Optimization exercise on an open flow, not production practice.
RTL: at most simulated, not proved equivalent.
Power: default activity.

$ cat flow/run.sh
#!/bin/bash
# Standard layout, except that
#  - the port buffers are the smallest buffer cell instead of the
#    clock-delay cell buffer_ports picks by default;
#  - each bit's data pins are placed next to each other (flow/pins.tcl).
#  - clock tree synthesis adds no dummy loads.
set -euo pipefail
export BUFFER_PORTS_ARGS="-buffer_cell sky130_fd_sc_hd__buf_1"
export PRE_IO_PLACEMENT_TCL="$PWD/flow/pins.tcl"
export CTS_ARGS="-sink_clustering_enable -repair_clock_nets -dont_use_dummy_load -sink_clustering_size 20 -sink_clustering_max_diameter 60"
bash standard.sh > standard_flow.log 2>&1
$ cat flow/pins.tcl
for {set i 0} {$i < 260} {incr i} {
  set hi [expr {$i + 260}]
  set_io_pin_constraint -group -order -pin_names [list \
    "mul_b\[$i\]" "op_rdata\[$i\]" "mul_a\[$i\]" \
    "mul_p\[$i\]" "op_wdata\[$i\]" "mul_p\[$hi\]"]
}
$ cat standard.sh
#!/bin/bash
# synth_recipe.tcl (not shown) runs the flow's synth.tcl, then flattens the netlist and writes it again
# the make line also repeats each setting of config.mk as NAME=value (left out here)
make -C /OpenROAD-flow-scripts/flow DESIGN_CONFIG=/design/flow/config.mk WORK_HOME=/design/flow/orfs CLKGATE_MAP_FILE= SYNTH_SCRIPT=/design/flow/synth_recipe.tcl "${@:-finish}"
$ cat config.mk
export PLATFORM = sky130hd
export DESIGN_NAME = mul256_op_seq
export DESIGN_NICKNAME = mul256_op_seq
export VERILOG_FILES = /design/flow/design.v
export SDC_FILE = /design/flow/constraint.sdc
export NUM_CORES = 4
export LEC_CHECK = 0
export CAP_MARGIN = 20
export CORE_AREA = 10 10 590 590
export DIE_AREA = 0 0 600 600
export PLACE_DENSITY = 0.7
export SETUP_SLACK_MARGIN = 2.0
export SLEW_MARGIN = 20
export SYNTH_HIERARCHICAL = 1
export SYNTH_MINIMUM_KEEP_SIZE = 0
$ cat constraint.sdc
create_clock -name core_clock -period 4.5 [get_ports {clk}]
set_input_delay 0.9000 -clock core_clock [delete_from_list [all_inputs] [get_ports {clk}]]
set_output_delay 0.9000 -clock core_clock [all_outputs]
set_load 0.01 [all_outputs]
$ cat design.v
package mul256_pkg;
  localparam int OP_W   = 260;
  localparam int PROD_W = 520;
  localparam int ADDR_W = 6;
endpackage
module mul256_op_seq #(
  parameter int TIMEOUT = 1023
) (
  input  logic              clk,
  input  logic              rst,
  input  logic              cmd_valid,
  output logic              cmd_ready,
  input  logic [mul256_pkg::ADDR_W-1:0] cmd_a,
  input  logic [mul256_pkg::ADDR_W-1:0] cmd_b,
  input  logic [mul256_pkg::ADDR_W-1:0] cmd_dst,
  output logic              busy,
  output logic              done,
  output logic              err,
  output logic              op_read,
  output logic [mul256_pkg::ADDR_W-1:0] op_raddr,
  input  logic [mul256_pkg::OP_W-1:0]   op_rdata,
  output logic              op_write,
  output logic [mul256_pkg::ADDR_W-1:0] op_waddr,
  output logic [mul256_pkg::OP_W-1:0]   op_wdata,
  input  logic              op_wready,
  output logic              mul_start,
  output logic [mul256_pkg::OP_W-1:0]   mul_a,
  output logic [mul256_pkg::OP_W-1:0]   mul_b,
  input  logic              mul_done,
  input  logic [mul256_pkg::PROD_W-1:0] mul_p
);
  localparam int OW    = mul256_pkg::OP_W;
  localparam int AW    = mul256_pkg::ADDR_W;
  localparam int CNT_W = $clog2(TIMEOUT + 1);
  logic            jw_q, jw_n;    
  logic            jl_q, jl_n;    
  logic            jh_q, jh_n;    
  logic            jx_q, jx_n;    
  logic [AW-1:0]   jdst_q, jdst_n, jdst1_q, jdst1_n;
  logic [CNT_W-1:0] cnt_q, cnt_n;
  logic            nv_q, nv_n;
  logic [AW-1:0]   na_q, na_n, nb_q, nb_n, ndst_q, ndst_n;
  logic            pa_q, pa_n;    
  logic            ra_q, ra_n;    
  logic            rb_q, rb_n;    
  logic            fa_i_q, fb_i_q;   
  logic            fa_w_q;           
  logic            fa_h_q;           
  logic            fb_h_q;           
  logic            fhw_q;            
  logic            fd_q;             
  logic            fs_i_q, fs_h_q;   
  logic            tmo_q;            
  logic            busy_q;
  logic [AW-1:0]   raddr_q, waddr_q;
  logic [OW-1:0]   ra_reg, rh_reg;
  localparam int NSL = 38;
  localparam int SLW = (OW + NSL - 1) / NSL;
  logic [NSL-1:0]  selw_q, sell_q;
  logic            accept, start, w_done, lo_stall, hi_ok;
  logic            need_a, have_a, hzw, hzh, hzbh, fa_h_n, fb_h_n;
  assign w_done    = jw_q && mul_done;
  assign lo_stall  = w_done && !op_wready;
  assign hi_ok     = fd_q && op_wready;                
  assign start     = fs_i_q || (fs_h_q && op_wready);
  assign cmd_ready = !nv_q || start;
  assign accept    = cmd_valid && cmd_ready;
  assign done      = hi_ok;
  assign err       = tmo_q && !mul_done;
  assign busy      = busy_q;
  assign mul_start = start;
  assign op_write  = w_done || jl_q || (fhw_q && !(fb_h_q && op_wready));
  assign op_read   = fa_i_q || fb_i_q || (fa_w_q && !mul_done) || fa_h_q ||
                     (fb_h_q && op_wready);
  assign op_raddr  = raddr_q;
  assign op_waddr  = waddr_q;
  for (genvar g = 0; g < NSL; g++) begin : g_wd
    mul256_op_seq_bit u_selw (.clk(clk), .d(!rst && jw_n), .q(selw_q[g]));
    mul256_op_seq_bit u_sell (.clk(clk), .d(!rst && jl_n), .q(sell_q[g]));
    for (genvar i = g * SLW; i < (g + 1) * SLW && i < OW; i++) begin : g_bit
      assign op_wdata[i] = selw_q[g] ? mul_p[i] : (sell_q[g] ? ra_reg[i] : rh_reg[i]);
    end
  end
  assign mul_a     = ra_reg;
  assign mul_b     = op_rdata;
  always_comb begin
    jw_n = (jw_q && !mul_done && !tmo_q) || start;
    jl_n = (jl_q || w_done) && !op_wready;
    jh_n = (jh_q && !hi_ok) || ((jl_q || w_done) && op_wready);
    jx_n = fhw_q && !op_wready;
    jdst_n  = start ? ndst_q : jdst_q;
    jdst1_n = start ? ndst_q + AW'(1) : jdst1_q;
    cnt_n   = start ? '0 : (jw_q ? cnt_q + CNT_W'(1) : cnt_q);
    nv_n   = (nv_q && !start) || accept;
    na_n   = accept ? cmd_a   : na_q;
    nb_n   = accept ? cmd_b   : nb_q;
    ndst_n = accept ? cmd_dst : ndst_q;
    pa_n   = !start && !lo_stall && (pa_q || ra_q);
    ra_n   = fa_i_q || (fa_w_q && !mul_done) || fa_h_q;
    rb_n   = fb_i_q || (fb_h_q && op_wready);
    need_a = nv_n && !pa_n && !ra_n;
    have_a = nv_n && (pa_n || ra_n);
    hzw    = (na_n == jdst_n) || (na_n == jdst1_n);
    hzh    = (na_n == jdst1_n);
    hzbh   = (nb_n == jdst1_n);
    fa_h_n = jh_n && !jx_n && need_a && !hzh;
    fb_h_n = jh_n && !jx_n && !(need_a && !hzh) && have_a && !rb_n && !hzbh;
  end
  always_ff @(posedge clk) begin
    if (rst) begin
      jw_q   <= 1'b0;
      jl_q   <= 1'b0;
      jh_q   <= 1'b0;
      jx_q   <= 1'b0;
      nv_q   <= 1'b0;
      pa_q   <= 1'b0;
      ra_q   <= 1'b0;
      rb_q   <= 1'b0;
      fa_i_q <= 1'b0;
      fb_i_q <= 1'b0;
      fa_w_q <= 1'b0;
      fa_h_q <= 1'b0;
      fb_h_q <= 1'b0;
      fhw_q  <= 1'b0;
      fd_q   <= 1'b0;
      fs_i_q <= 1'b0;
      fs_h_q <= 1'b0;
      tmo_q  <= 1'b0;
      busy_q <= 1'b0;
    end else begin
      jw_q   <= jw_n;
      jl_q   <= jl_n;
      jh_q   <= jh_n;
      jx_q   <= jx_n;
      nv_q   <= nv_n;
      pa_q   <= pa_n;
      ra_q   <= ra_n;
      rb_q   <= rb_n;
      fa_i_q <= !(jw_n || jl_n || jh_n) && need_a;
      fb_i_q <= !(jw_n || jl_n || jh_n) && have_a && !rb_n;
      fa_w_q <= jw_n && need_a && !hzw;
      fa_h_q <= fa_h_n;
      fb_h_q <= fb_h_n;
      fhw_q  <= jh_n && !fa_h_n;
      fd_q   <= jh_n && !fa_h_n && !fb_h_n;
      fs_i_q <= !(jw_n || jl_n || jh_n) && nv_n && pa_n && rb_n;
      fs_h_q <= jh_n && nv_n && pa_n && rb_n;
      tmo_q  <= jw_n && !start && (cnt_n == CNT_W'(TIMEOUT));
      busy_q <= nv_n || jw_n || jl_n || jh_n;
    end
  end
  always_ff @(posedge clk) begin
    jdst_q  <= jdst_n;
    jdst1_q <= jdst1_n;
    cnt_q   <= cnt_n;
    na_q    <= na_n;
    nb_q    <= nb_n;
    ndst_q  <= ndst_n;
    raddr_q <= (fb_h_n || (!(jw_n || jl_n || jh_n) && have_a)) ? nb_n : na_n;
    waddr_q <= jh_n ? jdst1_n : jdst_n;
  end
  always_ff @(posedge clk) begin
    if (lo_stall)  ra_reg <= mul_p[OW-1:0];
    else if (ra_q) ra_reg <= op_rdata;
  end
  always_ff @(posedge clk) begin
    if (jw_q) rh_reg <= mul_p[2*OW-1:OW];
  end
endmodule
module mul256_op_seq_bit (
  input  logic clk,
  input  logic d,
  output logic q
);
  always_ff @(posedge clk) q <= d;
endmodule
==> results of run 1 <==
[stage by stage]
stage	TNS, ns	cells	setup slack, ns	area, sq um
floorplan	-184.42	2276	-0.709	30400
global placement	0	7945	0.862	39900
detailed placement	0	7945	0.818	39900
CTS	0	8033	1.71	42300
global route	0	8043	1.70	42600
finish	0	8047	1.87	42700
[kinds of logic after synthesis]
logic type / synth area share (%)
multiplexers: 19.6
XOR/XNOR: 0.812
adder cells (fa/ha/maj): 0.0828
AO/OA/AOI/OAI: 5.10
AND/OR/NAND/NOR: 4.60
buffers and inverters: 8.34
flip-flops: 61.5
[cells in the final DEF, fill, tap and decap left out, types with 2 or more instances in the layout]
master        n
a21boi_4      2
a21oi_1      11
a21oi_4       4
and3_1        3
buf_1      1335
buf_12       24
buf_2       256
buf_4        57
buf_6        10
clkbuf_16    60
clkbuf_2      4
dfxtp_1      60
dfxtp_2      21
dfxtp_4      58
diode_2       5
edfxtp_1    526
ha_1          2
inv_1        28
mux2_2      260
mux2i_1     270
mux2i_2      13
mux2i_4       9
nand2_1     274
nand3_1       6
nand3b_1      2
nand4_1       6
nor2_1       25
nor2b_1       3
nor3_1        4
nor3_4        2
nor4_1        2
o21ai_0      11
o21ai_1     252
or3_1         2
xnor2_1      16
xor2_1       10
[worst register-to-register path: stages, from the launching register on]
cell	delay, ns
dfxtp_2	0.35
a21oi_4	0.06
buf_12	0.13
buf_4	0.18
a21boi_4	0.21
buf_12	0.15
buf_4	0.12
mux2i_4	0.28
xor2_1	0.25
nor3_2	0.09
a211oi_2	0.34
o311a_1	0.22
[power groups by stage]
| stage | Clock (uW) | Combinational [uW] | Sequential (uW) |
|---|---|---|---|
| 3_3_place_gp | 0 | 1310 | 7170 |
| 6_report | 4460 | 1400 | 7020 |
| 4_1_cts | 4720 | 1370 | 7020 |
| 5_1_grt | 4880 | 1530 | 7050 |
| 3_5_place_dp | 0 | 1330 | 7180 |
| 2_1_floorplan | 0 | 745 | 7220 |
[routing by layer]
layer / share of wire, % / up-vias / GRT usage (%)
met5: 0 / - / 0
met4: 3.6 / 0 / 2.28
met3: 8.6 / 153 / 1.32
met2: 54 / 973 / 10.0
met1: 34 / 10700 / 5.51
li1: - / 10700 / -
[per-module statistics from Yosys (local to each module, per instance)]
module | cell area (sq um) | flip-flops and latches
mul256_op_seq | 28700 | 589
mul256_op_seq_bit | 20.0 | 1
[worst paths after layout]
kind,from,to,slack [ns],cells after the start
setup / recovery,g_wd[15].u_sell.q,op_wdata[107],1.87,4
setup reg to reg,fs_h_q,fa_w_q,2.06,11
hold reg to reg,nb_q[1],nb_q[1],0.49,2
hold / removal,mul_p[262],rh_reg[2],0.32,1
[what timing repair did]
item | 4_1_cts | 5_1_grt
pin swaps | 4 | 10
buffers inserted | 28 | 8
endpoints found under the hold margin | 0 | 0
resized for setup | 640 | 100
gates cloned | 1 | 1
setup endpoints to repair | 431 | 275
[layout make-up]
class                   count  area, sq um
diodes                      5         12.5
clock buffers              59         1480
fillers                 37800       292000
inverters                  30          125
multi-input cells        1210         9310
flip-flops and latches    665        18800
well taps                4387         5490
repair buffers           1690         7410
repair inverters            1         8.76
==> qor.txt, run 1 <==
Hold slack: 0.319 ns
CP top delay family: flip-flops
Clock power share: 34.6%
Maxcap violations: 0
Final GP Congestion: 0.782
Rows: 212
Ys flop type: edfxtp_1
Critical path capture point type: primary output
Share of layout cells above drive strength 1: 21.9%
Initial antenna violation count: 6
TritonCTS clock tree: built
CTS hold repair buffers: 0
Crit path kind: register to primary output
Sw Ratio: 24.4%
Post-Syn Instances: 2276
Total power: 12900 uW
Worst-skew pair later-pin latency: 0.74 ns
Sequential area share after synthesis: 61.5%
RSZ-0062 raised after global routing: true
Largest net degree at the start of global routing: 96
Largest stage delay on the critical path: 0.44 ns
Hpwl dp: 85.7 mm
Synthesis-stage register bit count: 665
Sequential Power Share: 54.5%
Largest area contributor in the netlist: edfxtp_1
Core footprint: 334000 sq um
Vias in the first global route: 23500
Global-route wire length before repair: 146 mm
Crit start category: register
Vias after detailed routing: 22500
Combinational power share: 10.9%
Worst-path cell chain: buf_4 -> mux2i_1 -> o21ai_1 -> buf_2
NetSw: 3140 uW
Iter 0 DRT Violations: 1365
Clk slew on worst S/H paths: 0.08 ns
ANT nets after route: 0
CTS Buffer Depth: 3
Most frequent cells after synthesis: edfxtp_1 (526), mux2i_1 (285), nand2_1 (276), o21ai_0 (264)
Area grow syn2layout: 41.2%
Htree depth: 2
TritonCTS Sinks: 665
CP max stage cell: dfxtp_4
Cell Area, Synth: 30200 sq um
Final Util: 12.8%
I/O pin count: 1602
FFs w/ async S/R, synth: 0%
Final worst path period need: 2.63 ns
Remaining global-route overflow: 0
Starting Density: 9.04%
CP bufs+invs: 2
Die height: 600 um
Slew headroom: 41.0%
Worst Skew: 0.0702 ns
Top cells by area, synth: edfxtp_1 (52%), mux2_2 (9.7%), mux2i_1 (9.4%)
Num CTS Buffers: 59
Final worst path period share: 58.5%
Req. time, crit path: 3.60 ns
Worst EP arrival: 1.73 ns
Total nets after synthesis: 3081
Final Slew Violations: 0
GRT Util Overall: 5.29%
Die area: 360000 sq um
Leak: 0.0126 uW
Final number of hold-violating endpoints: 0
Nets: 4462
Synth warn: 8
Top-count cell post-synth: edfxtp_1
Peak fanout along the critical path: 7
FMAX: 0.380 GHz
Synth unique cells: 45
HP Class: input port to register
Via-per-instance ratio: 2.79
Clock root buffer: clkbuf_16
Router iterations before antenna repair: 5
WL final: 110 mm
Wire length per cell: 13.6 um
Pwr dens: 302 nW/um^2
Synth top area share: 52.3%
Drt drc: 0
Status: no timing/DRC/antenna violations
PortBufs: 1601
Max VDD drop: 0.000302 V
Syn Area/Cell: 13.3 sq um
Worst slew pin tran: 0.885 ns
Post-synth EDFFs: 526
Final setup fails: 0
Power Internal: 9740 uW
Die Wd: 600 um
Testbench counts, summed over its fixed seeds: cycles 13,465, items 1,600.
==> run 2, diff against run 1 <==
--- a/config.mk
+++ b/config.mk
@@ -11,3 +11,3 @@
 export PLACE_DENSITY = 0.7
-export SETUP_SLACK_MARGIN = 2.0
+export SETUP_SLACK_MARGIN = 2.1
 export SLEW_MARGIN = 20
==> run 2 against run 1 <==
  * Worst hold slack got worse by 0.0016 ns
  * Synthesized area did not move
  * Highest routed layer unchanged
  * Still clean
  * Global-route usage rose by 0.059 points
  * Design area rose by 0.89%
  * Clock skew rose by 0.0020 ns
==> qor.txt, run 2 <==
Final setup fails: 0 (unchanged)
RSZ-0062 raised after global routing: true
HP Class: input port to register
Initial antenna violation count: 6 (unchanged)
Largest net degree at the start of global routing: 96 (unchanged)
Sequential area share after synthesis: 61.5% (unchanged)
Wire length per cell: 13.8 um (+1.5%)
Clock root buffer: clkbuf_16
I/O pin count: 1602 (unchanged)
Global-route wire length before repair: 147 mm (+0.84%)
Die height: 600 um (unchanged)
ANT nets after route: 0 (unchanged)
PortBufs: 1601 (unchanged)
Top cells by area, synth: edfxtp_1 (52%), mux2_2 (9.7%), mux2i_1 (9.4%)
Fin area: 43000 sq um (+0.89%)
Vias in the first global route: 23500 (+0.11%)
Slew headroom: 41.9% (+0.91 points)
Die Wd: 600 um (unchanged)
GRT Util Overall: 5.35% (+0.059 points)
Post-Syn Instances: 2276 (unchanged)
CP max stage cell: dfxtp_4
Final GP Congestion: 0.782 (unchanged)
Cell Count Post-Placement: 7945 (unchanged)
Placed Area: 39900 sq um (unchanged)
Simple-Gate Fraction of Synth Area: 4.60% (unchanged)
Worst-skew pair later-pin latency: 0.74 ns (about the same)
Final worst path period share: 58.5% (about the same)
CP bufs+invs: 2 (unchanged)
Maxcap violations: 0 (unchanged)
Synthesis-stage register bit count: 665 (unchanged)
CTS Buffer Depth: 3 (unchanged)
Vias after detailed routing: 22500 (+0.22%)
Total nets after synthesis: 3081 (unchanged)
Nets: 4485 (+0.52%)
Remaining global-route overflow: 0 (unchanged)
WL final: 112 mm (+1.8%)
Worst Skew: 0.0722 ns (+0.00195 ns)
Leak: 0.0128 uW (+1.4%)
Leading cell type in the layout, fill and taps excluded: buf_1
TritonCTS clock tree: built
Hpwl dp: 85.7 mm (unchanged)
Drt drc: 0 (unchanged)
Die area: 360000 sq um (unchanged)
Top-count cell post-synth: edfxtp_1
Rows: 212 (unchanged)
Router iterations before antenna repair: 5 (unchanged)
Largest area contributor in the netlist: edfxtp_1
Max VDD drop: 0.000303 V (+0.31%)
Final number of hold-violating endpoints: 0 (unchanged)
Final worst slack: 1.87 ns (+0.000460 ns)
Post-synth EDFFs: 526 (unchanged)
Pre-CTS worst setup slack: 0.818 ns (unchanged)
Clk slew on worst S/H paths: 0.08 ns (about the same)
Adder-cell share of the synthesized area: 0.0828% (unchanged)
FMAX: 0.380 GHz (about the same)
Setup TNS: 0 ns (unchanged)
FFs w/ async S/R, synth: 0% (unchanged)
Synth unique cells: 45 (unchanged)
Num CTS Buffers: 59 (unchanged)
Cell Area, Synth: 30200 sq um (unchanged)
Post-Layout Cell Count: 8071 (+0.30%)
Pwr dens: 301 nW/um^2 (-0.29%)
Mux cell area share after synthesis: 19.6% (unchanged)
Worst-path cell chain: buf_4 -> mux2i_1 -> o21ai_1 -> buf_2
Syn Area/Cell: 13.3 sq um (unchanged)
Synth Area in Compound Gates: 5.10% (unchanged)
Htree depth: 2 (unchanged)
Worst slew pin tran: 0.871 ns (-0.0136 ns)
Crit path kind: register to primary output
Critical path capture point type: primary output
Peak fanout along the critical path: 7 (unchanged)
Status: no timing/DRC/antenna violations
Req. time, crit path: 3.60 ns (about the same)
Hold slack: 0.317 ns (-0.00161 ns)
Most frequent cells after synthesis: edfxtp_1 (526), mux2i_1 (285), nand2_1 (276), o21ai_0 (264)
Synth top area share: 52.3% (unchanged)
TritonCTS Sinks: 665 (unchanged)
Core footprint: 334000 sq um (unchanged)
Crit start category: register
CP top delay family: flip-flops
Synth warn: 8 (unchanged)
Via-per-instance ratio: 2.79 (about the same)
Final worst path period need: 2.63 ns (-0.000460 ns)
Iter 0 DRT Violations: 1450 (+6.2%)
Share of layout cells above drive strength 1: 22.8% (+0.92 points)
Starting Density: 9.04% (unchanged)
Main combinational cell family by area after synthesis: multiplexers
Final Slew Violations: 0 (unchanged)
Worst EP arrival: 1.73 ns (about the same)
Most frequent cells in the layout: buf_1 (1332), edfxtp_1 (526), nand2_1 (272)
Post-Synth XOR/XNOR Area: 0.812% (unchanged)
Area grow syn2layout: 42.5%
Ys flop type: edfxtp_1
Largest stage delay on the critical path: 0.44 ns (about the same)
[run 2: final cells by class]
| cell class | count | area, sq um |
|---|---|---|
| Antenna cell | 6 | 15.0 |
| Clock buffer | 59 | 1480 |
| Fill cell | 37700 | 291000 |
| Inverter | 30 | 125 |
| Multi-Input combinational cell | 1211 | 9400 |
| Sequential cell | 665 | 18800 |
| Tap cell | 4387 | 5490 |
| Timing Repair Buffer | 1712 | 7690 |
| Timing Repair inverter | 1 | 8.76 |
[run 2: metal layers]
metal  GRT usage (%)  up-vias  routed length, um
met5               0        -                  0
met4            2.28        0               3910
met3            1.34      146               9660
met2            10.0      952              59700
met1            5.64    10700              38500
li1                -    10700                  -
[run 2: what timing repair did]
item	in CTS	in global routing
gates resized for setup	656	119
setup buffers	31	26
hold buffers	0	0
gates cloned	2	2
endpoints found under the setup margin	498	278
pin swaps	10	15
[run 2: final timing paths]
check,startpoint,endpoint,slack [ns],depth (start not counted)
setup / recovery,g_wd[15].u_sell.q,op_wdata[107],1.87,4
hold / removal,mul_p[376],rh_reg[116],0.32,1
setup reg to reg,fs_h_q,fa_w_q,2.12,11
hold reg to reg,nb_q[3],nb_q[3],0.51,2
[run 2: logic make-up (layout without fill, tap and decap cells)]
logic type,Yosys count,in the layout
other,0,6
adder cells (fa/ha/maj),2,2
multiplexers,552,552
buffers and inverters,401,1802
AND/OR/NAND/NOR,339,340
AO/OA/AOI/OAI,289,289
flip-flops,665,665
XOR/XNOR,28,28
[run 2: per-module statistics from Yosys (local to each module, per instance)]
module / area (sq um) / cells / flops+latches / copies in the design
mul256_op_seq: 28700 / 2200 / 589 / 1
mul256_op_seq_bit: 20.0 / 1 / 1 / 76
[run 2: worst reg2reg max path: stages, from the launching register on]
cell and delay (ns):
dfxtp_2 0.34, a21oi_4 0.06, buf_6 0.14, inv_12 0.05, buf_4 0.25, mux2i_1 0.44
inv_1 0.13, xnor2_1 0.24, nor3_2 0.07, a211oi_2 0.24, buf_4 0.18, o311a_1 0.15
[run 2: stage by stage]
stage	util [%]	total power, uW
finish	12.9	13000
global route	12.9	13500
CTS	12.7	13100
detailed placement	11.9	8520
global placement	11.9	8480
floorplan	-	7970
[run 2: power by group]
| part | internal, uW | switching, uW | total, uW | leakage, uW |
|---|---|---|---|---|
| clock | 2270 | 2190 | 4460 | 0.000727 |
| combinational | 647 | 817 | 1460 | 0.00613 |
| sequential | 6870 | 157 | 7030 | 0.00597 |
| total | 9790 | 3170 | 13000 | 0.0128 |
==> run 3, diff against run 2 <==
--- a/config.mk
+++ b/config.mk
@@ -11,3 +11,3 @@
 export PLACE_DENSITY = 0.7
-export SETUP_SLACK_MARGIN = 2.1
+export SETUP_SLACK_MARGIN = 1.9
 export SLEW_MARGIN = 20
==> run 3 against run 2 <==
  * Utilization down 0.15 points
  * Worst setup slack got worse by 0.0044 ns
  * Die area did not move
  * Wire length is 1.9% lower
  * Fmax down 0.17%
  * Register-to-register slack got worse by 0.07 ns
  * Flip-flop and latch count unchanged
  * Synthesized cell count unchanged
  * Clock power barely moved
  * Worst hold slack improved by 0.0016 ns
  * Clock skew down 0.0036 ns
==> qor.txt, run 3 <==
FF+latch area: 18800 sq um (about the same)
TritonCTS Sinks: 665 (unchanged)
Req. time, crit path: 3.60 ns (about the same)
Iter 0 DRT Violations: 1315 (-9.3%)
Worst Skew: 0.0686 ns (-0.00359 ns)
Sequential area share after synthesis: 61.5% (unchanged)
Mux cell area share after synthesis: 19.6% (unchanged)
PortBufs: 1601 (unchanged)
Die area: 360000 sq um (unchanged)
Pwr dens: 302 nW/um^2 (+0.21%)
Maxcap violations: 0 (unchanged)
Core footprint: 334000 sq um (unchanged)
Synth top area share: 52.3% (unchanged)
Via-per-instance ratio: 2.79 (-0.21%)
Synth warn: 8 (unchanged)
I/O pin count: 1602 (unchanged)
Critical path capture point type: primary output
CP startpoint: g_wd[15].u_sell.q
Status: no timing/DRC/antenna violations
Most frequent cells in the layout: buf_1 (1354), edfxtp_1 (526), mux2i_1 (271)
Most frequent cells after synthesis: edfxtp_1 (526), mux2i_1 (285), nand2_1 (276), o21ai_0 (264)
ANT nets after route: 0 (unchanged)
Remaining global-route overflow: 0 (unchanged)
Worst-skew pair later-pin latency: 0.74 ns (about the same)
Syn Area/Cell: 13.3 sq um (unchanged)
Die height: 600 um (unchanged)
Peak fanout along the critical path: 7 (unchanged)
Rows: 212 (unchanged)
Largest net degree at the start of global routing: 96 (unchanged)
Final number of hold-violating endpoints: 0 (unchanged)
Final GP Congestion: 0.782 (unchanged)
GRT Util Overall: 5.33% (-0.020 points)
FMAX: 0.379 GHz (-0.17%)
Reg-to-reg startpoint: fs_h_q
Leading cell type in the layout, fill and taps excluded: buf_1
Leak: 0.0126 uW (-1.9%)
Final setup fails: 0 (unchanged)
Multi-input combinational cell area: 9260 sq um (-1.5%)
Crit path kind: register to primary output
Share of layout cells above drive strength 1: 21.3% (-1.5 points)
Worst EP arrival: 1.74 ns (about the same)
WL final: 110 mm (-1.9%)
Crit start category: register
Num CTS Buffers: 59 (unchanged)
Synth unique cells: 45 (unchanged)
Largest area contributor in the netlist: edfxtp_1
Simple-Gate Fraction of Synth Area: 4.60% (unchanged)
Starting Density: 9.04% (unchanged)
FFs w/ async S/R, synth: 0% (unchanged)
Top-count cell post-synth: edfxtp_1
Post-Syn Instances: 2276 (unchanged)
Wire length per cell: 13.6 um (-1.6%)
Final Slew Violations: 0 (unchanged)
Htree depth: 2 (unchanged)
Vias in the first global route: 23500 (-0.038%)
Hpwl dp: 85.7 mm (unchanged)
Main combinational cell family by area after synthesis: multiplexers
Clock root buffer: clkbuf_16
Global-route wire length before repair: 147 mm (-0.31%)
TritonCTS clock tree: built
# fillers: 37800 (+0.33%)
Vias after detailed routing: 22400 (-0.55%)
Ys flop type: edfxtp_1
Post-synth EDFFs: 526 (unchanged)
Clk slew on worst S/H paths: 0.08 ns (about the same)
Final worst path period share: 58.6% (+0.098 points)
Final worst path period need: 2.64 ns (+0.00443 ns)
CTS hold repair buffers: 0 (unchanged)
Final Util: 12.7% (-0.15 points)
Min-delay src: mul_p[262]
CTS Buffer Depth: 3 (unchanged)
Post-Synth XOR/XNOR Area: 0.812% (unchanged)
Cell Area, Synth: 30200 sq um (unchanged)
Synth Area in Compound Gates: 5.10% (unchanged)
Total nets after synthesis: 3081 (unchanged)
Router iterations before antenna repair: 7 (+2)
Worst slew pin tran: 0.901 ns (+0.0296 ns)
HP Class: input port to register
Nets: 4460 (-0.56%)
Top cells by area, synth: edfxtp_1 (52%), mux2_2 (9.7%), mux2i_1 (9.4%)
RSZ-0062 raised after global routing: true
Slew headroom: 39.9% (-2.0 points)
Initial antenna violation count: 6 (unchanged)
Drt drc: 0 (unchanged)
Adder-cell share of the synthesized area: 0.0828% (unchanged)
Area grow syn2layout: 40.8%
Synthesis-stage register bit count: 665 (unchanged)
Max VDD drop: 0.000302 V (-0.46%)
Total power: 12800 uW (-0.94%)
Die Wd: 600 um (unchanged)
run 3: per-module statistics from Yosys (local to each module, per instance):
module / flops+latches / copies in the design / cells inside / area, sq um
mul256_op_seq_bit: 1 / 76 / 1 / 20.0
mul256_op_seq: 589 / 1 / 2200 / 28700
run 3: kinds of logic after synthesis:
logic type	count (synthesis)
AO/OA/AOI/OAI	289
XOR/XNOR	28
adder cells (fa/ha/maj)	2
buffers and inverters	401
flip-flops	665
multiplexers	552
AND/OR/NAND/NOR	339
run 3: worst paths after layout:
check / endpoint / slack, ns / cells past startpoint
setup / recovery: op_wdata[108] / 1.86 / 4
hold / removal: rh_reg[2] / 0.32 / 1
setup reg to reg: raddr_q[3] / 2.05 / 10
hold reg to reg: nb_q[1] / 0.50 / 2
run 3: final cells by class:
class / instances / area share, %
inverter: 30 / 0.294
sequential: 665 / 44.2
multi-input combinational: 1210 / 21.8
timing repair inverter: 1 / 0.0206
antenna: 4 / 0.0235
timing repair buffer: 1688 / 17.3
clock buffer: 59 / 3.47
tap: 4387 / 12.9
run 3: timing repair:
| item | 4_1_cts | 5_1_grt |
|---|---|---|
| endpoints found under the setup margin | 317 | 232 |
| gates resized for setup | 584 | 117 |
| pin swaps | 8 | 6 |
| endpoints found under the hold margin | 0 | 0 |
| buffers inserted | 24 | 10 |
| gates cloned | 1 | 1 |
run 3: metal layers:
metal	global-route usage, %	vias up	wire, um
met5	0	-	0
met4	2.26	0	3920
met3	1.32	150	9590
met2	10.1	985	58600
met1	5.54	10600	37500
li1	-	10700	-
run 3: report_power, final:
part           switching, uW  leakage [uW]  internal, uW
Clock                   2190      0.000727          2270
Combinational            780       0.00590           575
Sequential               149       0.00596          6870
run 3: metrics by stage:
stage | setup slack (ns) | TNS, ns | instance area, sq um | instances | hold slack, ns
after floorplan | -0.709 | -184.42 | 30400 | 2276 | 0.450
after global placement | 0.862 | 0 | 39900 | 7945 | 0.485
after detailed placement | 0.818 | 0 | 39900 | 7945 | 0.485
after CTS | 1.70 | 0 | 42300 | 8029 | 0.188
after global routing | 1.69 | 0 | 42500 | 8041 | 0.230
final | 1.86 | 0 | 42500 | 8044 | 0.319
run 3: worst max-delay path, stage by stage, from the launching register on:
cell	delay, ns
dfxtp_4	0.46
buf_4	0.15
mux2i_1	0.18
o21ai_1	0.07
buf_2	0.16
==> run 4, diff against run 3 <==
--- a/config.mk
+++ b/config.mk
@@ -10,3 +10,3 @@
 export DIE_AREA = 0 0 600 600
-export PLACE_DENSITY = 0.7
+export PLACE_DENSITY = 0.75
 export SETUP_SLACK_MARGIN = 1.9
==> run 4 against run 3 <==
  * Power up 4.8%
  * Non-clock buffer count increased by 6
  * Still clean
  * Fmax shrank 1.8%
  * Clock skew increased by 0.015 ns
  * Synthesized cell count is the same
  * Worst setup slack worse by 0.049 ns
  * Via count up 1.2%
  * First-iteration DRC count up 20%
==> qor.txt, run 4 <==
FMAX: 0.372 GHz (-1.8%)
Worst-skew pair later-pin latency: 0.75 ns (about the same)
Max VDD drop: 0.000250 V (-17%)
CP bufs+invs: 2 (unchanged)
Router iterations before antenna repair: 5 (-2)
Num CTS Buffers: 71 (+20%)
Leading cell type in the layout, fill and taps excluded: buf_1
Crit path kind: register to primary output
CP max stage cell: dfxtp_4
Total nets after synthesis: 3081 (unchanged)
TritonCTS Sinks: 665 (unchanged)
Nets: 4478 (+0.40%)
Worst EP arrival: 1.79 ns (+0.05 ns)
Hpwl dp: 86.9 mm (+1.5%)
Clock root buffer: clkbuf_16
FFs w/ async S/R, synth: 0% (unchanged)
Slew headroom: 42.8% (+2.9 points)
Final GP Congestion: 0.801 (+2.4%)
Crit start category: register
Rows: 212 (unchanged)
Vias in the first global route: 23300 (-0.59%)
Die height: 600 um (unchanged)
Vias after detailed routing: 22700 (+1.2%)
Ys flop type: edfxtp_1
RSZ-0062 raised after global routing: true
Wire length per cell: 13.8 um (+1.6%)
Remaining global-route overflow: 0 (unchanged)
Largest stage delay on the critical path: 0.37 ns (-0.09 ns)
Synth warn: 8 (unchanged)
Worst-path cell chain: buf_12 -> mux2i_2 -> o21ai_1 -> buf_2
Final worst path period share: 59.7% (+1.1 points)
Final Slew Violations: 0 (unchanged)
CP top delay family: flip-flops
Starting Density: 9.04% (unchanged)
Worst Skew: 0.0837 ns (+0.0151 ns)
Req. time, crit path: 3.60 ns (about the same)
Top cells by area, synth: edfxtp_1 (52%), mux2_2 (9.7%), mux2i_1 (9.4%)
GRT Util Overall: 5.41% (+0.076 points)
Synth top area share: 52.3% (unchanged)
I/O pin count: 1602 (unchanged)
Final setup fails: 0 (unchanged)
Die Wd: 600 um (unchanged)
R2r setup slk: 2.08 ns (+0.03 ns)
TritonCTS clock tree: built
Post-synth EDFFs: 526 (unchanged)
Core footprint: 334000 sq um (unchanged)
Clk slew on worst S/H paths: 0.07 ns (about the same)
Worst slew pin tran: 0.858 ns (-0.0431 ns)
Syn Area/Cell: 13.3 sq um (unchanged)
Sequential area share after synthesis: 61.5% (unchanged)
Drt drc: 0 (unchanged)
Most frequent cells in the layout: buf_1 (1341), edfxtp_1 (526), nand2_1 (276)
ANT nets after route: 0 (unchanged)
Total power: 13400 uW (+4.8%)
Status: no timing/DRC/antenna violations
Initial antenna violation count: 8 (+2)
Critical path capture point type: primary output
Synthesis-stage register bit count: 665 (unchanged)
# fillers: 37600 (-0.64%)
Largest area contributor in the netlist: edfxtp_1
Iter 0 DRT Violations: 1575 (+20%)
Share of layout cells above drive strength 1: 21.9% (+0.60 points)
Top-count cell post-synth: edfxtp_1
Pwr dens: 313 nW/um^2 (+3.7%)
WL final: 112 mm (+1.8%)
Htree depth: 3 (+1)
Setup TNS: 0 ns (unchanged)
CTS Buffer Depth: 4 (+1)
Final number of hold-violating endpoints: 0 (unchanged)
PortBufs: 1601 (unchanged)
Peak fanout along the critical path: 6 (-1)
HP Class: input port to register
Largest net degree at the start of global routing: 100 (+4.2%)
Post-Syn Instances: 2276 (unchanged)
Area grow syn2layout: 42.3%
Via-per-instance ratio: 2.81 (+0.92%)
Hold slack: 0.303 ns (-0.0159 ns)
Cell Area, Synth: 30200 sq um (unchanged)
Global-route wire length before repair: 148 mm (+1.1%)
Leak: 0.0128 uW (+1.7%)
Synth unique cells: 45 (unchanged)
Die area: 360000 sq um (unchanged)
Most frequent cells after synthesis: edfxtp_1 (526), mux2i_1 (285), nand2_1 (276), o21ai_0 (264)
Maxcap violations: 0 (unchanged)
Final worst path period need: 2.69 ns (+0.0489 ns)
run 4: Yosys stat by module (local to each module, per instance):
module	flip-flops and latches	copies in the design	cells inside
mul256_op_seq	589	1	2200
mul256_op_seq_bit	1	76	1
run 4: timing repair:
| item | in CTS | in global routing |
|---|---|---|
| endpoints found under the setup margin | 372 | 262 |
| hold buffers | 0 | 0 |
| cloned | 1 | 0 |
| pin swaps | 2 | 8 |
| buffers inserted | 31 | 10 |
| resized for setup | 584 | 124 |
run 4: report_power, final:
group	switching [uW]	internal, uW
Clock	2320	2760
Combinational	769	571
Sequential	147	6870
Total	3240	10200
run 4: area by class of cell:
type                            count  area, sq um  area share, %
Sequential cell                   665        18800           43.8
Multi-Input combinational cell   1210         9260           21.5
Timing Repair Buffer             1694         7500           17.4
Tap cell                         4387         5490           12.8
Clock buffer                       71         1780           4.13
Inverter                           30          125          0.291
Antenna cell                        8         20.0         0.0466
Timing Repair inverter              1         8.76         0.0204
run 4: layer usage:
| layer | share of wire (%) | global-route usage, % |
|---|---|---|
| met1 | 34 | 5.79 |
| met5 | 0 | 0 |
| met2 | 53 | 10.1 |
| met3 | 9.0 | 1.33 |
| met4 | 3.4 | 2.29 |
run 4: through the flow:
step	cells	worst slack (ns)	util [%]	area, sq um
after global placement	7945	0.917	11.9	39900
after CTS	8048	1.73	12.8	42700
after floorplan	2276	-0.709	-	30400
final	8066	1.81	12.9	43000
after global routing	8059	1.71	12.9	43000
after detailed placement	7945	0.805	11.9	39900
run 4: worst paths after layout:
check                                       start             to  depth (start not counted)
worst max-delay path            g_wd[29].u_sell.q  op_wdata[203]                          4
worst max register to register          ndst_q[0]     raddr_q[2]                          8
worst min register to register            nb_q[3]        nb_q[3]                          2
worst min-delay path                   mul_p[364]    rh_reg[104]                          1
run 4: cell families (layout without fill, tap and decap cells):
kind of cell,count (synthesis),count (layout),share of synthesized area [%]
other,0,8,0
flip-flops,665,665,61.5
XOR/XNOR,28,28,0.812
adder cells (fa/ha/maj),2,2,0.0828
AND/OR/NAND/NOR,339,339,4.60
AO/OA/AOI/OAI,289,289,5.10
multiplexers,552,552,19.6
buffers and inverters,401,1796,8.34
==> run 5, diff against run 4 <==
--- a/config.mk
+++ b/config.mk
@@ -10,3 +10,3 @@
 export DIE_AREA = 0 0 600 600
-export PLACE_DENSITY = 0.75
+export PLACE_DENSITY = 0.65
 export SETUP_SLACK_MARGIN = 1.9
==> run 5 against run 4 <==
  * Clock power up 11%
  * Global-route usage increased by 0.87 points
  * Register-to-register slack worse by 0.04 ns
  * Critical path depth shrank 1
  * Flip-flop and latch count unchanged
  * Sequential power hardly changed
  * Worst setup slack worse by 0.017 ns
  * Largest power group unchanged
  * Highest routed layer unchanged
==> qor.txt, run 5 <==
Via-per-instance ratio: 2.81 (about the same)
Most frequent cells after synthesis: edfxtp_1 (526), mux2i_1 (285), nand2_1 (276), o21ai_0 (264)
Area grow syn2layout: 44.3%
TritonCTS Sinks: 665 (unchanged)
WL final: 127 mm (+14%)
Largest area contributor in the netlist: edfxtp_1
TritonCTS clock tree: built
Clock root buffer: clkbuf_16
Die height: 600 um (unchanged)
Global-route wire length before repair: 165 mm (+11%)
Htree depth: 3 (unchanged)
Worst EP arrival: 1.80 ns (about the same)
Final setup fails: 0 (unchanged)
Worst slew pin tran: 0.911 ns (+0.0526 ns)
Sequential area share after synthesis: 61.5% (unchanged)
GRT Util Overall: 6.28% (+0.87 points)
Starting Density: 9.04% (unchanged)
FFs w/ async S/R, synth: 0% (unchanged)
Leak: 0.0131 uW (+2.0%)
CTS hold repair buffers: 0 (unchanged)
Pwr dens: 323 nW/um^2 (+3.2%)
Remaining global-route overflow: 0 (unchanged)
Worst-skew pair later-pin latency: 0.79 ns (+0.04 ns)
CTS Buffer Depth: 4 (unchanged)
Total power: 14100 uW (+4.6%)
Final worst path period need: 2.70 ns (+0.0166 ns)
Largest net degree at the start of global routing: 103 (+3.0%)
Vias after detailed routing: 22700 (+0.25%)
Synth top area share: 52.3% (unchanged)
Final worst slack: 1.80 ns (-0.0166 ns)
Hpwl dp: 101 mm (+17%)
Initial antenna violation count: 32 (+24)
Req. time, crit path: 3.60 ns (about the same)
Post-synth EDFFs: 526 (unchanged)
Syn Area/Cell: 13.3 sq um (unchanged)
Router iterations before antenna repair: 5 (unchanged)
Cell Area, Synth: 30200 sq um (unchanged)
Drt drc: 0 (unchanged)
Top cells by area, synth: edfxtp_1 (52%), mux2_2 (9.7%), mux2i_1 (9.4%)
Nets: 4500 (+0.49%)
Die area: 360000 sq um (unchanged)
Iter 0 DRT Violations: 1348 (-14%)
Wire length per cell: 15.7 um (+14%)
Final number of hold-violating endpoints: 0 (unchanged)
Hold slack: 0.260 ns (-0.0431 ns)
Slew headroom: 39.3% (-3.5 points)
Synth warn: 8 (unchanged)
Share of layout cells above drive strength 1: 22.6% (+0.71 points)
Critical path capture point type: primary output
PortBufs: 1601 (unchanged)
Final worst path period share: 60.0% (+0.37 points)
Status: no timing/DRC/antenna violations
FMAX: 0.370 GHz (-0.62%)
Num CTS Buffers: 82 (+15%)
Vias in the first global route: 23400 (+0.16%)
Crit start category: register
Die Wd: 600 um (unchanged)
Post-Syn Instances: 2276 (unchanged)
Crit path kind: register to primary output
Total nets after synthesis: 3081 (unchanged)
Leading cell type in the layout, fill and taps excluded: buf_1
ANT nets after route: 0 (unchanged)
I/O pin count: 1602 (unchanged)
Rows: 212 (unchanged)
Max VDD drop: 0.000277 V (+11%)
Top-count cell post-synth: edfxtp_1
Maxcap violations: 0 (unchanged)
HP Class: input port to register
Worst Skew: 0.111 ns (+0.0268 ns)
RSZ-0062 raised after global routing: true
Synth unique cells: 45 (unchanged)
Synthesis-stage register bit count: 665 (unchanged)
Most frequent cells in the layout: buf_1 (1336), edfxtp_1 (526), nand2_1 (274)
Clk slew on worst S/H paths: 0.07 ns (about the same)
Core footprint: 334000 sq um (unchanged)
Final Slew Violations: 0 (unchanged)
Setup TNS: 0 ns (unchanged)
Pre-CTS worst setup slack: 0.940 ns (+0.135 ns)
Final GP Congestion: 0.773 (-3.6%)
Ys flop type: edfxtp_1
Peak fanout along the critical path: 7 (+1)
run 5: where the power goes:
part	total (uW)	switching, uW	internal [uW]
combinational	1400	816	582
sequential	7030	159	6870
clock	5630	2470	3170
total	14100	3440	10600
run 5: path summary, 6_finish.rpt:
path / to / slack (ns) / cells past startpoint / start
max: op_wdata[16] / 1.80 / 3 / g_wd[2].u_sell.q
min reg2reg: nb_q[2] / 0.49 / 2 / nb_q[2]
min: rh_reg[57] / 0.26 / 1 / mul_p[317]
max reg2reg: raddr_q[2] / 2.04 / 8 / ndst_q[0]
run 5: kinds of logic (layout without fill, tap and decap cells):
| group | count (synthesis) | after routing | synth area share, % |
|---|---|---|---|
| buf+inv | 401 | 1818 | 8.34 |
| simple gates | 339 | 339 | 4.60 |
| other cells | 0 | 10 | 0 |
| xor+xnor | 28 | 28 | 0.812 |
| compound gates | 289 | 289 | 5.10 |
| fa+ha+maj | 2 | 2 | 0.0828 |
| mux | 552 | 552 | 19.6 |
| flops | 665 | 665 | 61.5 |
run 5: through the flow:
stage	instance area (sq um)	utilization, %	cells
after floorplan	30400	-	2276
after global placement	39900	11.9	7948
after detailed placement	39900	11.9	7948
after CTS	43400	13.0	8079
after global routing	43600	13.0	8085
final	43600	13.0	8090
run 5: repair_timing:
item | in CTS | in global routing
setup buffers | 48 | 1
cloned | 1 | 0
gates resized for setup | 687 | 74
endpoints found under the setup margin | 613 | 253
pin swaps | 5 | 8
endpoints found under the hold margin | 0 | 0
run 5: critical path, cell delays in order, from the launching register on:
cell     delay (ns)
dfxtp_4        0.52
mux2i_2        0.26
o21ai_1        0.08
buf_2          0.15
run 5: cell type report:
type / count / area, sq um
Sequential cell: 665 / 18800
Timing Repair Buffer: 1705 / 7790
Inverter: 30 / 125
Fill cell: 37600 / 291000
Multi-Input combinational cell: 1210 / 9260
Clock buffer: 82 / 2050
Antenna cell: 10 / 25.0
Tap cell: 4387 / 5490
Timing Repair inverter: 1 / 8.76
run 5: Yosys stat by module (local to each module, per instance):
module             cell area (sq um)  flops+latches  cells inside  times used
mul256_op_seq                  28700            589          2200           1
mul256_op_seq_bit               20.0              1             1          76
run 5: layer usage:
| metal | part of all wire (%) | vias up | GRT usage [%] |
|---|---|---|---|
| met4 | 3.6 | 0 | 2.45 |
| li1 | - | 10800 | - |
| met2 | 54 | 1072 | 12.1 |
| met3 | 8.5 | 220 | 1.39 |
| met5 | 0 | - | 0 |
| met1 | 34 | 10600 | 6.59 |
==> run 6, diff against run 5 <==
--- a/flow/run.sh
+++ b/flow/run.sh
@@ -9,3 +9,3 @@
 export PRE_IO_PLACEMENT_TCL="$PWD/flow/pins.tcl"
-export CTS_ARGS="-sink_clustering_enable -repair_clock_nets -dont_use_dummy_load -sink_clustering_size 20 -sink_clustering_max_diameter 60"
+export CTS_ARGS="-sink_clustering_enable -repair_clock_nets -dont_use_dummy_load -sink_clustering_size 30 -sink_clustering_max_diameter 80"
 bash standard.sh > standard_flow.log 2>&1
--- a/config.mk
+++ b/config.mk
@@ -10,4 +10,4 @@
 export DIE_AREA = 0 0 600 600
-export PLACE_DENSITY = 0.65
-export SETUP_SLACK_MARGIN = 1.9
+export PLACE_DENSITY = 0.8
+export SETUP_SLACK_MARGIN = 2.0
 export SLEW_MARGIN = 20
==> run 6 against run 5 <==
  * Critical path depth rose by 10
  * Via count rose by 0.44%
  * Highest routed layer unchanged
  * Worst hold slack improved by 0.11 ns
  * Power fell by 13%
  * Critical endpoint is now fd_q
==> qor.txt, run 6 <==
Largest net degree at the start of global routing: 107 (+3.9%)
Worst EP arrival: 3.27 ns (+1.47 ns)
Initial antenna violation count: 25 (-22%)
CP bufs+invs: 6 (+5)
Leading cell type in the layout, fill and taps excluded: buf_1
Sequential area share after synthesis: 61.5% (unchanged)
Die Wd: 600 um (unchanged)
Post-synth EDFFs: 526 (unchanged)
Synth warn: 8 (unchanged)
Final GP Congestion: 0.810 (+4.8%)
I/O pin count: 1602 (unchanged)
Htree depth: 2 (-1)
FF+latch area: 18800 sq um (unchanged)
Req. time, crit path: 5.12 ns (+1.52 ns)
Worst slew pin tran: 0.897 ns (-0.0137 ns)
Final worst path period share: 58.9% (-1.1 points)
Sw Ratio: 24.9% (+0.40 points)
Critical path capture point type: register
Maxcap violations: 0 (unchanged)
CP dominant cell by count: buf_4
Vias in the first global route: 23300 (-0.34%)
Setup TNS: 0 ns (unchanged)
Final Slew Violations: 0 (unchanged)
Starting Density: 9.04% (unchanged)
Post-Syn Instances: 2276 (unchanged)
Router iterations before antenna repair: 5 (unchanged)
Reg2reg end: fd_q
TritonCTS clock tree: built
Largest stage delay on the critical path: 0.35 ns (-0.17 ns)
Leak: 0.0126 uW (-3.6%)
Clock power share: 31.1% (-9.0 points)
Peak fanout along the critical path: 9 (+2)
Min-Delay Path Depth: 1 (unchanged)
Power Internal: 9200 uW (-13%)
Worst Skew: 0.0814 ns (-0.0291 ns)
Synth top area share: 52.3% (unchanged)
Via-per-instance ratio: 2.84 (+1.0%)
Cell Area, Synth: 30200 sq um (unchanged)
Min-delay src: cmd_dst[3]
Remaining global-route overflow: 0 (unchanged)
Total power: 12200 uW (-13%)
PortBufs: 1601 (unchanged)
Final worst slack: 1.85 ns (+0.0506 ns)
Top cells by area, synth: edfxtp_1 (52%), mux2_2 (9.7%), mux2i_1 (9.4%)
Total nets after synthesis: 3081 (unchanged)
WL final: 112 mm (-12%)
Global-route wire length before repair: 147 mm (-11%)
Max VDD drop: 0.000349 V (+26%)
Iter 0 DRT Violations: 1673 (+24%)
FMAX: 0.377 GHz (+1.9%)
Clock root buffer: clkbuf_16
Most frequent cells in the layout: buf_1 (1334), edfxtp_1 (526), nand2_1 (273)
Vias after detailed routing: 22800 (+0.44%)
Combinational power share: 11.6% (+1.7 points)
Drt drc: 0 (unchanged)
FFs w/ async S/R, synth: 0% (unchanged)
Die height: 600 um (unchanged)
# fillers: 37600 (-0.085%)
CTS hold repair buffers: 0 (unchanged)
Crit start category: input port
Worst-skew pair later-pin latency: 0.69 ns (-0.10 ns)
Worst-path cell chain: clkbuf_4 -> a21oi_4 -> buf_6 -> buf_8 -> a21boi_4 -> buf_12 -> buf_4 -> mux2i_2 -> xor2_1 -> nor3_1 -> a211oi_2 -> buf_4 -> a221oi_2
Core footprint: 334000 sq um (unchanged)
Largest area contributor in the netlist: edfxtp_1
R2r worst-path depth: 12 (+4)
CP max stage cell: mux2i_2
Area grow syn2layout: 41.0%
RSZ-0062 raised after global routing: true
Ys flop type: edfxtp_1
Top-count cell post-synth: edfxtp_1
Synth unique cells: 45 (unchanged)
Num CTS Buffers: 44 (-46%)
Slew headroom: 40.2% (+0.91 points)
Synthesis-stage register bit count: 665 (unchanged)
Multi-input combinational cell area: 9400 sq um (+1.5%)
Syn Area/Cell: 13.3 sq um (unchanged)
Most frequent cells after synthesis: edfxtp_1 (526), mux2i_1 (285), nand2_1 (276), o21ai_0 (264)
Share of layout cells above drive strength 1: 22.3% (-0.31 points)
Nets: 4461 (-0.87%)
Final setup fails: 0 (unchanged)
CP top delay family: buffers and inverters
Rows: 212 (unchanged)
Final Util: 12.7% (-0.29 points)
Clk slew on worst S/H paths: 0.11 ns (+0.04 ns)
R2r setup slk: 1.94 ns (-0.10 ns)
Final number of hold-violating endpoints: 0 (unchanged)
Pre-CTS worst setup slack: 0.782 ns (-0.158 ns)
NetSw: 3050 uW (-12%)
HP Class: input port to register
Reg-to-reg startpoint: fs_i_q
Status: no timing/DRC/antenna violations
Wire length per cell: 13.9 um (-12%)
Hpwl dp: 88.2 mm (-13%)
ANT nets after route: 0 (unchanged)
Final worst path period need: 2.65 ns (-0.0506 ns)
CTS Buffer Depth: 3 (-1)
Sequential Power Share: 57.3% (+7.3 points)
Crit path kind: input port to register
Pwr dens: 287 nW/um^2 (-11%)
TritonCTS Sinks: 665 (unchanged)
Die area: 360000 sq um (unchanged)
Hold Path Sink: ndst_q[3]
GRT Util Overall: 5.40% (-0.88 points)
[run 6: cell count changes in the layout (fill, tap and decap cells not counted), moves of 4 or more]
cell,before,now
buf_12,43,30
buf_4,45,62
buf_6,14,9
clkbuf_16,82,45
diode_2,10,4
mux2i_1,267,261
mux2i_4,5,13
o21ai_0,10,6
[run 6: repair_timing]
item,4_1_cts,5_1_grt
setup endpoints to repair,434,277
gates cloned,1,1
resized for setup,637,128
setup buffers,35,18
pin swaps,3,12
[run 6: final cells by class]
cell class	instances	area share, %
Sequential cell	665	44.2
Multi-Input combinational cell	1210	22.1
Timing Repair Buffer	1704	17.9
Tap cell	4387	12.9
Clock buffer	44	2.58
Inverter	30	0.294
Antenna cell	4	0.0235
Timing Repair inverter	1	0.0206
[run 6: modules after synthesis (local to each module, per instance)]
module | flops+latches | cells inside
mul256_op_seq | 589 | 2200
mul256_op_seq_bit | 1 | 1
[run 6: how the worst max path moves through the flow]
stage	from	endpoint	slack, ns	cells past startpoint
after CTS	g_wd[20].u_sell.q	op_wdata[142]	1.77	4
after floorplan	jw_q	ra_reg[0]	-0.71	6
after global placement	op_wready	raddr_q[3]	0.90	8
after detailed placement	op_wready	fd_q	0.78	8
final	op_wready	fd_q	1.85	13
after global routing	g_wd[20].u_sell.q	op_wdata[145]	1.77	4
[run 6: per-layer routing]
metal	vias to the layer above	part of all wire, %	GRT usage, %	wire length (um)
met5	-	0	0	0
met1	10800	35	5.82	38900
li1	10700	-	-	-
met3	203	9.1	1.43	10200
met2	1153	52	9.93	58100
met4	0	4.0	2.25	4420
[run 6: metrics by stage]
step	area (sq um)	hold slack (ns)	instances
floorplan	30400	0.450	2276
global placement	39800	0.491	7941
detailed placement	39800	0.488	7942
CTS	42100	0.242	8022
global route	42600	0.270	8044
finish	42600	0.367	8045
[run 6: logic make-up (layout without fill, tap and decap cells)]
| group | Yosys count | count (layout) | share of synthesized area [%] |
|---|---|---|---|
| flip-flops | 665 | 665 | 61.5 |
| multiplexers | 552 | 552 | 19.6 |
| buffers and inverters | 401 | 1779 | 8.34 |
| AND/OR/NAND/NOR | 339 | 339 | 4.60 |
| AO/OA/AOI/OAI | 289 | 289 | 5.10 |
| XOR/XNOR | 28 | 28 | 0.812 |
| adder cells (fa/ha/maj) | 2 | 2 | 0.0828 |
| other | 0 | 4 | 0 |
[run 6: power by group through the flow]
| stage | combinational (uW) | sequential (uW) | clock [uW] |
|---|---|---|---|
| CTS | 1370 | 7020 | 4030 |
| detailed placement | 1330 | 7190 | 0 |
| floorplan | 745 | 7220 | 0 |
| global route | 1550 | 7050 | 4210 |
| finish | 1420 | 7020 | 3810 |
| global placement | 1280 | 7170 | 0 |
==> run 7, diff against run 6 <==
--- a/flow/run.sh
+++ b/flow/run.sh
@@ -9,3 +9,3 @@
 export PRE_IO_PLACEMENT_TCL="$PWD/flow/pins.tcl"
-export CTS_ARGS="-sink_clustering_enable -repair_clock_nets -dont_use_dummy_load -sink_clustering_size 30 -sink_clustering_max_diameter 80"
+export CTS_ARGS="-sink_clustering_enable -repair_clock_nets -dont_use_dummy_load -sink_clustering_size 12 -sink_clustering_max_diameter 40"
 bash standard.sh > standard_flow.log 2>&1
==> run 7 against run 6 <==
  * Still clean
  * Flip-flop and latch count stayed put
  * Worst setup slack got worse by 0.018 ns
  * Synthesized cell count unchanged
  * Global-route usage is 0.079 points higher
  * Non-clock buffer count fell by 10
  * Clock-buffer cell count is 76 higher
  * Fmax fell by 0.68%
  * Power rose by 28%
  * Via count rose by 1.9%
  * First-iteration DRC count shrank 9.2%
  * Clock power rose by 89%
  * Highest routed layer is now met5
==> qor.txt, run 7 <==
Worst Skew: 0.0869 ns (+0.00552 ns)
WL final: 113 mm (+1.5%)
Final Slew Violations: 0 (unchanged)
Met3 Use GR: 1.41% (-0.020 points)
Initial antenna violation count: 26 (+4.0%)
Crit path kind: register to primary output
Min-delay src: cmd_dst[4]
Ys flop type: edfxtp_1
Hpwl dp: 88.2 mm (unchanged)
Final worst path period share: 59.3% (+0.40 points)
Final GP Congestion: 0.810 (unchanged)
GRT met1 Usage: 5.86% (+0.033 points)
Die height: 600 um (unchanged)
ANT nets after route: 0 (unchanged)
Die area: 360000 sq um (unchanged)
Top Usage Layer GRT: met2
PortBufs: 1601 (unchanged)
Most frequent cells after synthesis: edfxtp_1 (526), mux2i_1 (285), nand2_1 (276), o21ai_0 (264)
Drt drc: 0 (unchanged)
CP max stage cell: dfxtp_4
Final setup fails: 0 (unchanged)
Wire length per cell: 14.0 um (+0.67%)
Largest area contributor in the netlist: edfxtp_1
FFs w/ async S/R, synth: 0% (unchanged)
CP top delay family: flip-flops
Placed Area: 39800 sq um (unchanged)
Post-Syn Instances: 2276 (unchanged)
Cell Area, Synth: 30200 sq um (unchanged)
Critical path capture point type: primary output
Post-synth EDFFs: 526 (unchanged)
Largest stage delay on the critical path: 0.49 ns (+0.14 ns)
CP startpoint: g_wd[25].u_sell.q
Maxcap violations: 0 (unchanged)
FMAX: 0.375 GHz (-0.68%)
RSZ-0062 raised after global routing: true
Worst-path cell chain: mux2i_2 -> o21ai_1 -> buf_2
Largest net degree at the start of global routing: 107 (unchanged)
Clock root buffer: clkbuf_16
Fin area: 44300 sq um (+4.1%)
Vias in the first global route: 24000 (+3.1%)
Peak fanout along the critical path: 7 (-2)
Share of layout cells above drive strength 1: 23.5% (+1.2 points)
Remaining global-route overflow: 0 (unchanged)
Syn Area/Cell: 13.3 sq um (unchanged)
Die Wd: 600 um (unchanged)
Worst EP arrival: 1.77 ns (-1.50 ns)
Total power: 15600 uW (+28%)
Synth top area share: 52.3% (unchanged)
Crit start category: register
I/O pin count: 1602 (unchanged)
Final worst path period need: 2.67 ns (+0.0181 ns)
Cell Count Post-Placement: 7942 (unchanged)
CTS Buffer Depth: 4 (+1)
Sequential area share after synthesis: 61.5% (unchanged)
Met2 usage: 9.98% (+0.047 points)
Iter 0 DRT Violations: 1519 (-9.2%)
Pwr dens: 353 nW/um^2 (+23%)
Setup TNS: 0 ns (unchanged)
Leak: 0.0135 uW (+6.9%)
GRT Util Overall: 5.48% (+0.079 points)
Total nets after synthesis: 3081 (unchanged)
Most frequent cells in the layout: buf_1 (1333), edfxtp_1 (526), nand2_1 (274)
CP bufs+invs: 1 (-5)
HP Class: input port to register
Via-per-instance ratio: 2.87 (+1.1%)
Vias after detailed routing: 23300 (+1.9%)
Nets: 4527 (+1.5%)
Area grow syn2layout: 46.8%
Core footprint: 334000 sq um (unchanged)
Synth unique cells: 45 (unchanged)
Req. time, crit path: 3.60 ns (-1.52 ns)
Final number of hold-violating endpoints: 0 (unchanged)
# fillers: 37400 (-0.53%)
Worst slew pin tran: 0.890 ns (-0.00666 ns)
Reg-to-reg startpoint: jw_q
Starting Density: 9.04% (unchanged)
TritonCTS Sinks: 665 (unchanged)
Htree depth: 3 (+1)
Slew headroom: 40.7% (+0.44 points)
TritonCTS clock tree: built
Rows: 212 (unchanged)
Clk slew on worst S/H paths: 0.06 ns (-0.05 ns)
Router iterations before antenna repair: 5 (unchanged)
Synthesis-stage register bit count: 665 (unchanged)
Leading cell type in the layout, fill and taps excluded: buf_1
Worst-skew pair later-pin latency: 0.82 ns (+0.13 ns)
Top-count cell post-synth: edfxtp_1
Max VDD drop: 0.000362 V (+3.6%)
Num CTS Buffers: 120 (+170%)
Synth warn: 8 (unchanged)
Status: no timing/DRC/antenna violations
Post-Layout Cell Count: 8111 (+0.82%)
Top cells by area, synth: edfxtp_1 (52%), mux2_2 (9.7%), mux2i_1 (9.4%)
Global-route wire length before repair: 150 mm (+1.8%)
==> run 7: metrics by stage <==
| stage | utilization [%] | setup WS, ns | hold slack (ns) |
|---|---|---|---|
| final | 13.3 | 1.83 | 0.247 |
| after global routing | 13.3 | 1.72 | 0.184 |
| after CTS | 13.1 | 1.70 | 0.140 |
| after detailed placement | 11.9 | 0.782 | 0.488 |
| after global placement | 11.9 | 0.904 | 0.491 |
| after floorplan | - | -0.709 | 0.450 |
==> run 7: path summary, 6_finish.rpt <==
| kind | endpoint | slack [ns] | depth (start not counted) |
|---|---|---|---|
| setup reg to reg | raddr_q[2] | 2.05 | 9 |
| hold / removal | ndst_q[4] | 0.25 | 1 |
| hold reg to reg | nb_q[3] | 0.50 | 2 |
| setup / recovery | op_wdata[179] | 1.83 | 3 |
==> run 7: where the power goes <==
group | internal, uW | total (uW) | switching, uW
combinational | 588 | 1380 | 787
clock | 4560 | 7210 | 2650
sequential | 6890 | 7050 | 158
total | 12000 | 15600 | 3600
==> run 7: layout make-up <==
class,count,area (sq um),area share [%]
sequential,665,18800,42.5
multi-input combinational,1210,9330,21.0
timing repair buffer,1694,7550,17.0
tap,4387,5490,12.4
clock buffer,120,3000,6.77
inverter,30,129,0.291
antenna,4,10.0,0.0226
timing repair inverter,1,8.76,0.0197
==> run 7: kinds of logic after synthesis <==
| family | count (synthesis) | share of synthesized area (%) |
|---|---|---|
| adder cells (fa/ha/maj) | 2 | 0.0828 |
| multiplexers | 552 | 19.6 |
| flip-flops | 665 | 61.5 |
| AO/OA/AOI/OAI | 289 | 5.10 |
| buffers and inverters | 401 | 8.34 |
| XOR/XNOR | 28 | 0.812 |
| AND/OR/NAND/NOR | 339 | 4.60 |
==> run 7: modules after synthesis (local to each module, per instance) <==
module | times used | cell area [sq um] | cells | flip-flops and latches
mul256_op_seq | 1 | 28700 | 2200 | 589
mul256_op_seq_bit | 76 | 20.0 | 1 | 1
==> run 7: repair_timing <==
item                                    CTS  global route
buffers inserted                         29            14
hold buffers                              0             0
endpoints found under the setup margin  441           276
resized for setup                       642           111
gates cloned                              1             1
pin swaps                                 3             8
==> run 7: per-layer routing <==
layer	up-vias	wire length [um]	part of all wire (%)
met5	-	12	0.011
met4	2	4740	4.2
met3	260	10500	9.3
met2	1213	59300	52
met1	11000	38800	34
li1	10900	-	-
==> run 7: worst reg2reg max path, delay by kind of cell (launching register included) <==
family,cells,cell delay (ns)
and+or+nand+nor,3,0.64
buffers and inverters,2,0.37
muxes,1,0.23
AOI/OAI and AO/OA,3,0.74
DFF,1,0.35
==> run 8, diff against run 7 <==
--- a/flow/run.sh
+++ b/flow/run.sh
@@ -9,3 +9,3 @@
 export PRE_IO_PLACEMENT_TCL="$PWD/flow/pins.tcl"
-export CTS_ARGS="-sink_clustering_enable -repair_clock_nets -dont_use_dummy_load -sink_clustering_size 12 -sink_clustering_max_diameter 40"
+export CTS_ARGS="-sink_clustering_enable -repair_clock_nets -dont_use_dummy_load -sink_clustering_size 20 -sink_clustering_max_diameter 60 -sink_clustering_levels 2"
 bash standard.sh > standard_flow.log 2>&1
==> run 8 against run 7 <==
  * Still clean
  * Power shrank 17%
  * Final cell count shrank 0.64%
  * Via count fell by 1.2%
  * Non-clock buffer count increased by 8
  * Design area fell by 3.0%
  * Global-route usage about the same
  * Die area is the same
  * Critical path depth rose by 1
  * Worst setup slack improved by 0.039 ns
  * Sequential share of layout area rose by 1.3 points
  * Critical path type unchanged
  * Critical endpoint is now op_wdata[203]
  * Largest power group is now registers
==> qor.txt, run 8 <==
Fin area: 43000 sq um (-3.0%)
Clock power share: 35.0% (-11 points)
Wire length per cell: 14.0 um (+0.48%)
FFs w/ async S/R, synth: 0% (unchanged)
CTS hold repair buffers: 0 (unchanged)
Initial antenna violation count: 26 (unchanged)
Leak: 0.0128 uW (-5.0%)
Remaining global-route overflow: 0 (unchanged)
Top cells by area, synth: edfxtp_1 (52%), mux2_2 (9.7%), mux2i_1 (9.4%)
Top-count cell post-synth: edfxtp_1
HP Class: input port to register
Largest area contributor in the netlist: edfxtp_1
Synthesis-stage register bit count: 665 (unchanged)
Share of layout cells above drive strength 1: 22.6% (-0.97 points)
Router iterations before antenna repair: 5 (unchanged)
Final Slew Violations: 0 (unchanged)
Most frequent cells after synthesis: edfxtp_1 (526), mux2i_1 (285), nand2_1 (276), o21ai_0 (264)
Nets: 4475 (-1.1%)
# fillers: 37600 (+0.44%)
Sw Ratio: 24.6% (+1.6 points)
Sequential area share after synthesis: 61.5% (unchanged)
R2r setup slk: 2.04 ns (about the same)
Placed Area: 39800 sq um (unchanged)
Setup TNS: 0 ns (unchanged)
Cell Area, Synth: 30200 sq um (unchanged)
Die Wd: 600 um (unchanged)
Final setup fails: 0 (unchanged)
Ys flop type: edfxtp_1
Sequential Power Share: 54.1% (+9.0 points)
Starting Density: 9.04% (unchanged)
Via-per-instance ratio: 2.85 (-0.53%)
Num CTS Buffers: 60 (-50%)
Hpwl dp: 88.2 mm (unchanged)
Synth unique cells: 45 (unchanged)
Crit start category: register
Cell Count Post-Placement: 7942 (unchanged)
Req. time, crit path: 3.60 ns (about the same)
Pwr dens: 302 nW/um^2 (-14%)
Htree depth: 2 (-1)
Power Internal: 9790 uW (-19%)
Status: no timing/DRC/antenna violations
I/O pin count: 1602 (unchanged)
Slew headroom: 41.6% (+0.94 points)
Post-Syn Instances: 2276 (unchanged)
FMAX: 0.380 GHz (+1.5%)
Max VDD drop: 0.000336 V (-7.2%)
Most frequent cells in the layout: buf_1 (1334), edfxtp_1 (526), nand2_1 (273)
TritonCTS Sinks: 665 (unchanged)
ANT nets after route: 0 (unchanged)
Post-synth EDFFs: 526 (unchanged)
NetSw: 3200 uW (-11%)
Synth warn: 8 (unchanged)
Die area: 360000 sq um (unchanged)
Iter 0 DRT Violations: 1644 (+8.2%)
Final worst path period need: 2.63 ns (-0.0388 ns)
CTS Buffer Depth: 3 (-1)
Leading cell type in the layout, fill and taps excluded: buf_1
Die height: 600 um (unchanged)
Final worst path period share: 58.5% (-0.86 points)
TritonCTS clock tree: built
Total nets after synthesis: 3081 (unchanged)
Clk slew on worst S/H paths: 0.08 ns (+0.02 ns)
RSZ-0062 raised after global routing: true
Core footprint: 334000 sq um (unchanged)
PortBufs: 1601 (unchanged)
Syn Area/Cell: 13.3 sq um (unchanged)
Clock root buffer: clkbuf_16
Maxcap violations: 0 (unchanged)
Largest net degree at the start of global routing: 107 (unchanged)
Vias after detailed routing: 23000 (-1.2%)
Crit path kind: register to primary output
run 8: cell counts after synthesis:
Identical to the previous run, type by type.
run 8: layout make-up:
class	count	area [sq um]	area share, %
timing repair buffer	1702	7660	17.8
inverter	30	125	0.291
timing repair inverter	1	8.76	0.0204
sequential	665	18800	43.8
clock buffer	60	1500	3.49
multi-input combinational	1210	9380	21.8
antenna	4	10.0	0.0233
tap	4387	5490	12.8
run 8: path summary, 6_finish.rpt:
check | startpoint | to | depth (start not counted)
worst max register to register | fs_h_q | fd_q | 12
worst min-delay path | mul_p[489] | rh_reg[229] | 1
worst min register to register | jdst1_q[2] | jdst1_q[2] | 2
worst max-delay path | g_wd[29].u_sell.q | op_wdata[203] | 4
run 8: stage by stage:
| step | power, uW | worst slack, ns | hold WS [ns] | utilization, % |
|---|---|---|---|---|
| 2_1_floorplan | 7970 | -0.709 | 0.450 | - |
| 3_3_place_gp | 8460 | 0.904 | 0.491 | 11.9 |
| 3_5_place_dp | 8510 | 0.782 | 0.488 | 11.9 |
| 4_1_cts | 13200 | 1.78 | 0.194 | 12.7 |
| 5_1_grt | 13600 | 1.72 | 0.221 | 12.9 |
| 6_report | 13000 | 1.87 | 0.320 | 12.9 |
run 8: cell families (layout without fill, tap and decap cells):
group	Yosys count	in the layout	synth area share [%]
compound gates	289	289	5.10
other cells	0	4	0
flops	665	665	61.5
xor+xnor	28	28	0.812
mux	552	552	19.6
simple gates	339	339	4.60
fa+ha+maj	2	2	0.0828
buf+inv	401	1793	8.34
run 8: power by group through the flow:
stage               registers (uW)  logic (uW)  clock network, uW
floorplan                     7220         745                  0
global placement              7170        1280                  0
detailed placement            7190        1330                  0
CTS                           7020        1370               4760
global route                  7050        1540               4970
finish                        7030        1420               4540
run 8: what timing repair did:
action / in CTS / in global routing
resized for setup: 645 / 108
endpoints found under the setup margin: 437 / 274
buffers inserted: 36 / 15
cloned: 1 / 1
pin swaps: 5 / 12
run 8: critical path, stage by stage (launching register included):
cell and delay, ns:
dfxtp_4 0.38, buf_12 0.14, mux2i_2 0.22, o21ai_1 0.08, buf_2 0.16
run 8: routing by layer:
layer | share of wire (%) | vias up | global-route usage, % | wire (um)
met3 | 9.0 | 232 | 1.41 | 10200
met2 | 52 | 1202 | 9.92 | 59000
li1 | - | 10700 | - | -
met4 | 4.2 | 0 | 2.56 | 4780
met1 | 35 | 10800 | 5.84 | 39200
met5 | 0 | - | 0 | 0
run 8: per-module statistics from Yosys (local to each module, per instance):
module	copies in the design	area, sq um
mul256_op_seq	1	28700
mul256_op_seq_bit	76	20.0
